Background: an optimization exercise with open tools, aiming at small area. Do not read the settings as production practice. The RTL was checked by simulation tests, not by an equivalence proof against the original design. Power and IR drop assume default switching activity. The flow treats the clock pin as an ideal source, which a real chip does not have.

==> flow/design.v <==
`timescale 1ns/10ps
module ooo_core
(
    input  logic        clk_in,
    input  logic        rst_in,
    input  logic        rdy_in,         
    input  logic        issue_valid,
    input  logic        issue_use_imm,
    input  logic [3:0]  issue_op,
    input  logic [4:0]  issue_rs1,
    input  logic [4:0]  issue_rs2,
    input  logic [4:0]  issue_rd,
    input  logic [31:0] issue_imm,
    output logic        issue_ready,
    output logic        commit_valid,
    output logic [4:0]  commit_rd,
    output logic [31:0] commit_value
);
    localparam logic [2:0] S_CLEAR  = 3'd0;    
    localparam logic [2:0] S_IDLE   = 3'd1;    
    localparam logic [2:0] S_LOAD   = 3'd2;    
    localparam logic [2:0] S_EXEC   = 3'd3;    
    localparam logic [2:0] S_ROT    = 3'd4;    
    localparam logic [2:0] S_WB     = 3'd5;    
    localparam logic [2:0] S_COMMIT = 3'd6;    
    logic [2:0]  state;
    logic [4:0]  t;
    logic [31:0] res;
    logic        carry;
    logic [4:0]  shamt;
    logic        last;        
    logic        first;       
    logic        rbit;        
    logic        bbit;        
    logic        abit;
    logic        op_sub, op_sll, op_slt, op_sltu, op_xor, op_srl, op_sra, op_or, op_and;
    logic        op_shift, op_srx, op_cmp;
    logic        cin, bx, sum, cout, lt;
    logic        alu_bit;
    logic        cmp;         
    logic        hold_res;
    logic        res_in;
    logic        wdata;
    logic        wen;
    logic        clr;
    logic        accept;
    logic [31:0] col;         
    logic [4:0]  rsel;
    assign last  = (t == 5'd31);
    assign first = (t == 5'd0);
    assign op_sub   = (issue_op == 4'd1);
    assign op_sll   = (issue_op == 4'd2);
    assign op_slt   = (issue_op == 4'd3);
    assign op_sltu  = (issue_op == 4'd4);
    assign op_xor   = (issue_op == 4'd5);
    assign op_srl   = (issue_op == 4'd6);
    assign op_sra   = (issue_op == 4'd7);
    assign op_or    = (issue_op == 4'd8);
    assign op_and   = (issue_op == 4'd9);
    assign op_srx   = op_srl | op_sra;
    assign op_shift = op_sll | op_srx;
    assign op_cmp   = op_slt | op_sltu;
    assign col[0] = 1'b0;
    assign rsel   = (state == S_LOAD) ? issue_rs1 : issue_rs2;
    assign rbit   = col[rsel];
    assign clr    = (state == S_CLEAR);
    assign wen    = (state == S_WB);
    genvar gi;
    generate
        for (gi = 1; gi < 32; gi++)
        begin : g_reg
            logic [31:0] r;
            assign col[gi] = r[0];
            always_ff @(posedge clk_in)
            begin
                r <= {((wen && (issue_rd == gi)) || clr) ? wdata : r[0], r[31:1]};
            end
        end
    endgenerate
    assign abit = res[0];
    assign bbit = issue_use_imm ? issue_imm[t] : rbit;
    assign bx   = bbit ^ (op_sub | op_cmp);
    assign cin  = first ? (op_sub | op_cmp) : carry;
    assign sum  = abit ^ bx ^ cin;
    assign cout = (abit & bx) | (abit & cin) | (bx & cin);
    assign lt   = ~cout ^ (op_slt & (abit ^ bbit));
    always_comb
    begin
        if (op_xor)        alu_bit = abit ^ bbit;
        else if (op_or)    alu_bit = abit | bbit;
        else if (op_and)   alu_bit = abit & bbit;
        else if (op_cmp)   alu_bit = 1'b0;
        else if (op_shift) alu_bit = abit;
        else               alu_bit = sum;
    end
    assign cmp      = ((op_srx ? ~t : t) < shamt);
    assign hold_res = (state == S_COMMIT) || ((state == S_ROT) && (cmp ^ op_srx));
    always_comb
    begin
        if (op_shift && cmp)           wdata = op_sra & res[31];    
        else if (op_cmp && first)      wdata = carry;               
        else                           wdata = abit;
        if (clr)                       wdata = 1'b0;
    end
    always_comb
    begin
        case (state)
            S_LOAD:  res_in = rbit;
            S_EXEC:  res_in = alu_bit;
            default: res_in = wdata;
        endcase
    end
    assign issue_ready  = (state == S_COMMIT);
    assign accept       = issue_ready && issue_valid && rdy_in;
    assign commit_valid = accept;
    assign commit_rd    = issue_rd;
    assign commit_value = res;
    always_ff @(posedge clk_in)
    begin
        if (!hold_res)
        begin
            res <= {res_in, res[31:1]};
        end
        if (state == S_EXEC)
        begin
            carry <= (last && op_cmp) ? lt : cout;
            if (t < 5'd5)
            begin
                shamt <= {bbit, shamt[4:1]};
            end
        end
    end
    always_ff @(posedge clk_in)
    begin
        if (rst_in)
        begin
            t     <= '0;
            state <= S_CLEAR;
        end
        else
        begin
            t <= t + 5'd1;
            case (state)
                S_CLEAR:  if (last) state <= S_IDLE;
                S_IDLE:   if (last && issue_valid) state <= S_LOAD;
                S_LOAD:   if (last) state <= S_EXEC;
                S_EXEC:   if (last) state <= op_shift ? S_ROT : S_WB;
                S_ROT:    if (last) state <= S_WB;
                S_WB:     if (last) state <= S_COMMIT;
                S_COMMIT: if (accept) state <= S_IDLE;
                default:  state <= S_IDLE;
            endcase
        end
    end
endmodule
==> flow/config.mk <==
export PLATFORM = sky130hd
export DESIGN_NAME = ooo_core
export DESIGN_NICKNAME = ooo_core
export VERILOG_FILES = /design/flow/design.v
export SDC_FILE = /design/flow/constraint.sdc
export NUM_CORES = 4
export LEC_CHECK = 0
export CAP_MARGIN = 0
export CORE_MARGIN = 2
export CORE_UTILIZATION = 60
export CTS_BUF_LIST = sky130_fd_sc_hd__clkbuf_16
export CTS_CLUSTER_DIAMETER = 100
export CTS_CLUSTER_SIZE = 40
export SLEW_MARGIN = 0
==> flow/constraint.sdc <==
create_clock -name core_clock -period 10.0 [get_ports {clk_in}]
set_input_delay 2.0000 -clock core_clock [delete_from_list [all_inputs] [get_ports {clk_in}]]
set_output_delay 2.0000 -clock core_clock [all_outputs]
set_load 0.01 [all_outputs]
standard.sh (not shown) runs the stock make flow with config.mk's settings and CLKGATE_MAP_FILE= SYNTH_SCRIPT=/design/flow/synth_recipe.tcl, a recipe that flattens the netlist after the stock synthesis.
==> flow/flow/run.sh <==
#!/bin/bash
# Standard layout, with two changes: the port buffers are the smallest
# buffer cell, and clock tree synthesis adds no dummy loads. Every tool's
# output is kept in a log file in the work folder.
set -euo pipefail
cd "$(dirname "${BASH_SOURCE[0]}")/.."
export BUFFER_PORTS_ARGS="-buffer_cell sky130_fd_sc_hd__buf_1"
export CTS_ARGS="-sink_clustering_enable -repair_clock_nets -dont_use_dummy_load -buf_list sky130_fd_sc_hd__clkbuf_8 -sink_clustering_size 22 -sink_clustering_max_diameter 60"
bash standard.sh > standard.log 2>&1
Then changed:
==> flow/run.sh (new file) <==
#!/bin/bash
# synth_recipe.tcl (not shown) runs the flow's synth.tcl, then flattens the netlist and writes it again
# the make line also repeats each setting of config.mk as NAME=value (left out here)
make -C /OpenROAD-flow-scripts/flow DESIGN_CONFIG=/design/flow/config.mk WORK_HOME=/design/flow/orfs CLKGATE_MAP_FILE= SYNTH_SCRIPT=/design/flow/synth_recipe.tcl finish
- CORE_UTILIZATION: 60 -> 40
- CTS_BUF_LIST: sky130_fd_sc_hd__clkbuf_16 -> sky130_fd_sc_hd__clkbuf_4
- CTS_CLUSTER_DIAMETER: 100 -> default
- CTS_CLUSTER_SIZE: 40 -> default
removed: flow/flow/run.sh
removed: flow/standard.sh
Outcome: The new run completed with no timing, DRC or antenna violations. Critical path depth decreases by 11. Worst setup slack got worse by 0.51 ns. Register-to-register slack is about the same. Wire length increases by 8.7%. Power increases by 28%.

========
alpha:
// ooo_core: RTL as listed in full above, without the edits since
clock: 10.0 ns
lec_check: 0
cap_margin: 0
core_margin: 2
core_utilization: 60
cts_buf_list: sky130_fd_sc_hd__clkbuf_16
cts_cluster_diameter: 100
cts_cluster_size: 40
slew_margin: 0
==> flow/flow/run.sh <==
#!/bin/bash
# Standard layout, with two changes: the port buffers are the smallest
# buffer cell, and clock tree synthesis adds no dummy loads. Every tool's
# output is kept in a log file in the work folder.
set -euo pipefail
cd "$(dirname "${BASH_SOURCE[0]}")/.."
export BUFFER_PORTS_ARGS="-buffer_cell sky130_fd_sc_hd__buf_1"
export CTS_ARGS="-sink_clustering_enable -repair_clock_nets -dont_use_dummy_load -buf_list sky130_fd_sc_hd__clkbuf_16 -sink_clustering_size 35 -sink_clustering_max_diameter 90"
bash standard.sh > standard.log 2>&1
The flow did not stop early for alpha: all stages ran, and the layout cleared the timing, DRC and antenna checks.
Here is what was changed in the inputs of beta compared with alpha.
- removing CTS_CLUSTER_DIAMETER (formerly 100)
- changing SLEW_MARGIN from 0 to 20
- removing CTS_BUF_LIST (formerly sky130_fd_sc_hd__clkbuf_16)
- removing CTS_CLUSTER_SIZE (formerly 40)
- changing CAP_MARGIN from 0 to 20
- changing CORE_UTILIZATION from 60 to 40
==> flow/run.sh (new file) <==
#!/bin/bash
# synth_recipe.tcl (not shown) runs the flow's synth.tcl, then flattens the netlist and writes it again
# the make line also repeats each setting of config.mk as NAME=value (left out here)
make -C /OpenROAD-flow-scripts/flow DESIGN_CONFIG=/design/flow/config.mk WORK_HOME=/design/flow/orfs CLKGATE_MAP_FILE= SYNTH_SCRIPT=/design/flow/synth_recipe.tcl finish
removed: flow/flow/run.sh
removed: flow/standard.sh
Findings:
For alpha and beta, there was not a single run that failed to finish clean. Run comparison: beta critical path endpoint commit_rd[0]; alpha critical path endpoint res[31]$_DFFE_PN_. Summary of the comparison: final critical delay including setup and external delays is higher in beta, relative to alpha. Against alpha as the reference, beta delivers a higher clock buffer count in the final layout. Note that the fmax recorded for alpha amounts to 1.09 times the value seen in beta. Register share of the cell area was higher in alpha than in beta. Comparing alpha with beta, the combinational power share came out essentially unchanged.

========
== run 1 ==
RTL: the design.v shown in full above, as it stands there.
clock: 10.0 ns
lec_check: 0
cap_margin: 0
core_margin: 2
core_utilization: 60
cts_buf_list: sky130_fd_sc_hd__clkbuf_8
cts_cluster_diameter: 50
cts_cluster_size: 20
slew_margin: 0
run.sh (not shown) runs the stock make flow with config.mk's settings and CLKGATE_MAP_FILE= SYNTH_SCRIPT=/design/flow/synth_recipe.tcl, a recipe that flattens the netlist after the stock synthesis.
Stock flow here: none of the scripts above is used.
For run 2, these inputs were changed with respect to run 1:
- changing CTS_CLUSTER_DIAMETER from 50 to 60
- changing CTS_CLUSTER_SIZE from 20 to 24
- changing CTS_BUF_LIST from sky130_fd_sc_hd__clkbuf_8 to sky130_fd_sc_hd__clkbuf_8 sky130_fd_sc_hd__clkbuf_16
- From run 1 to run 2 the numbers moved as follows: total length of routed wires increased 170 um; net count reported at finish decreased about 0.9%; iteration-0 DRC count of the detailed router decreased 12%.
- Compared with run 1, run 2 is hungrier on power.
--- input diff run 2..run 3 ---
- changing CTS_BUF_LIST from sky130_fd_sc_hd__clkbuf_8 sky130_fd_sc_hd__clkbuf_16 to sky130_fd_sc_hd__clkbuf_16
- changing CTS_CLUSTER_SIZE from 24 to 30
- changing CTS_CLUSTER_DIAMETER from 60 to 80
Results
Summary of run 3 over run 2: share of the core filled with cells in the final layout went down 0.90 points, final critical-path share of the clock period shrank by 0.36 points.
~same wire length after detailed routing in run 2 and run 3
On register-to-register slack, run 2 and run 3 are basically level.
Clock network contribution to total cell area: run 3 < run 2
Overall power consumption for run 3 is lower than for run 2.
Run 3 reports a lower layout-stage area growth over the synthesis result than run 2 does.
Of run 2 and run 3, the run reporting the higher transition at the pin with the smallest max-transition slack was run 2.
~same global-route usage in run 2 and run 3
Sort run 2 and run 3 by smallest setup slack after layout, descending, and run 3 comes first.
Total overflow reported by the global router across run 2 and run 3: no real change.

-- what the ideal ports hide --
How much do the figures lean on ideal ports? The routed layouts below were timed once more, with nothing changed but the port constraints. Step 1, drivers: a clkbuf_16 drives clk_in and a buf_2 each remaining input, both assumed. Step 2 also shifts input and output timing later by t, the mid clock arrival at the registers, as if the neighbouring blocks saw the same clock. Slacks: no drivers / after step 1 / after step 2; pairs: no drivers / after step 1.
| run | t, ns | setup WS [ns] | slew at the worst register clock pin (ns) |
|---|---|---|---|
| the first run of note 1 | 0.661 | 5.042 / 5.034 / 4.373 | 0.12 / 0.12 |
| the second run of note 1 | 0.982 | 4.535 / 4.488 / 4.000 | 0.07 / 0.07 |
| alpha | 0.613 | 4.977 / 4.962 / 4.350 | 0.12 / 0.12 |
| beta | 0.670 | 4.537 / 4.489 / 3.994 | 0.07 / 0.07 |
| run 1 | 0.680 | 4.583 / 4.554 / 3.980 | 0.11 / 0.11 |
| run 2 | 0.647 | 4.544 / 4.516 / 3.966 | 0.09 / 0.09 |
| run 3 | 0.636 | 4.579 / 4.554 / 3.973 | 0.10 / 0.10 |
After both steps setup and hold are still met in every run listed. The setup slack of the first run of note 1, which loses most, moves by -0.008 ns with the drivers and by -0.669 ns with both steps.
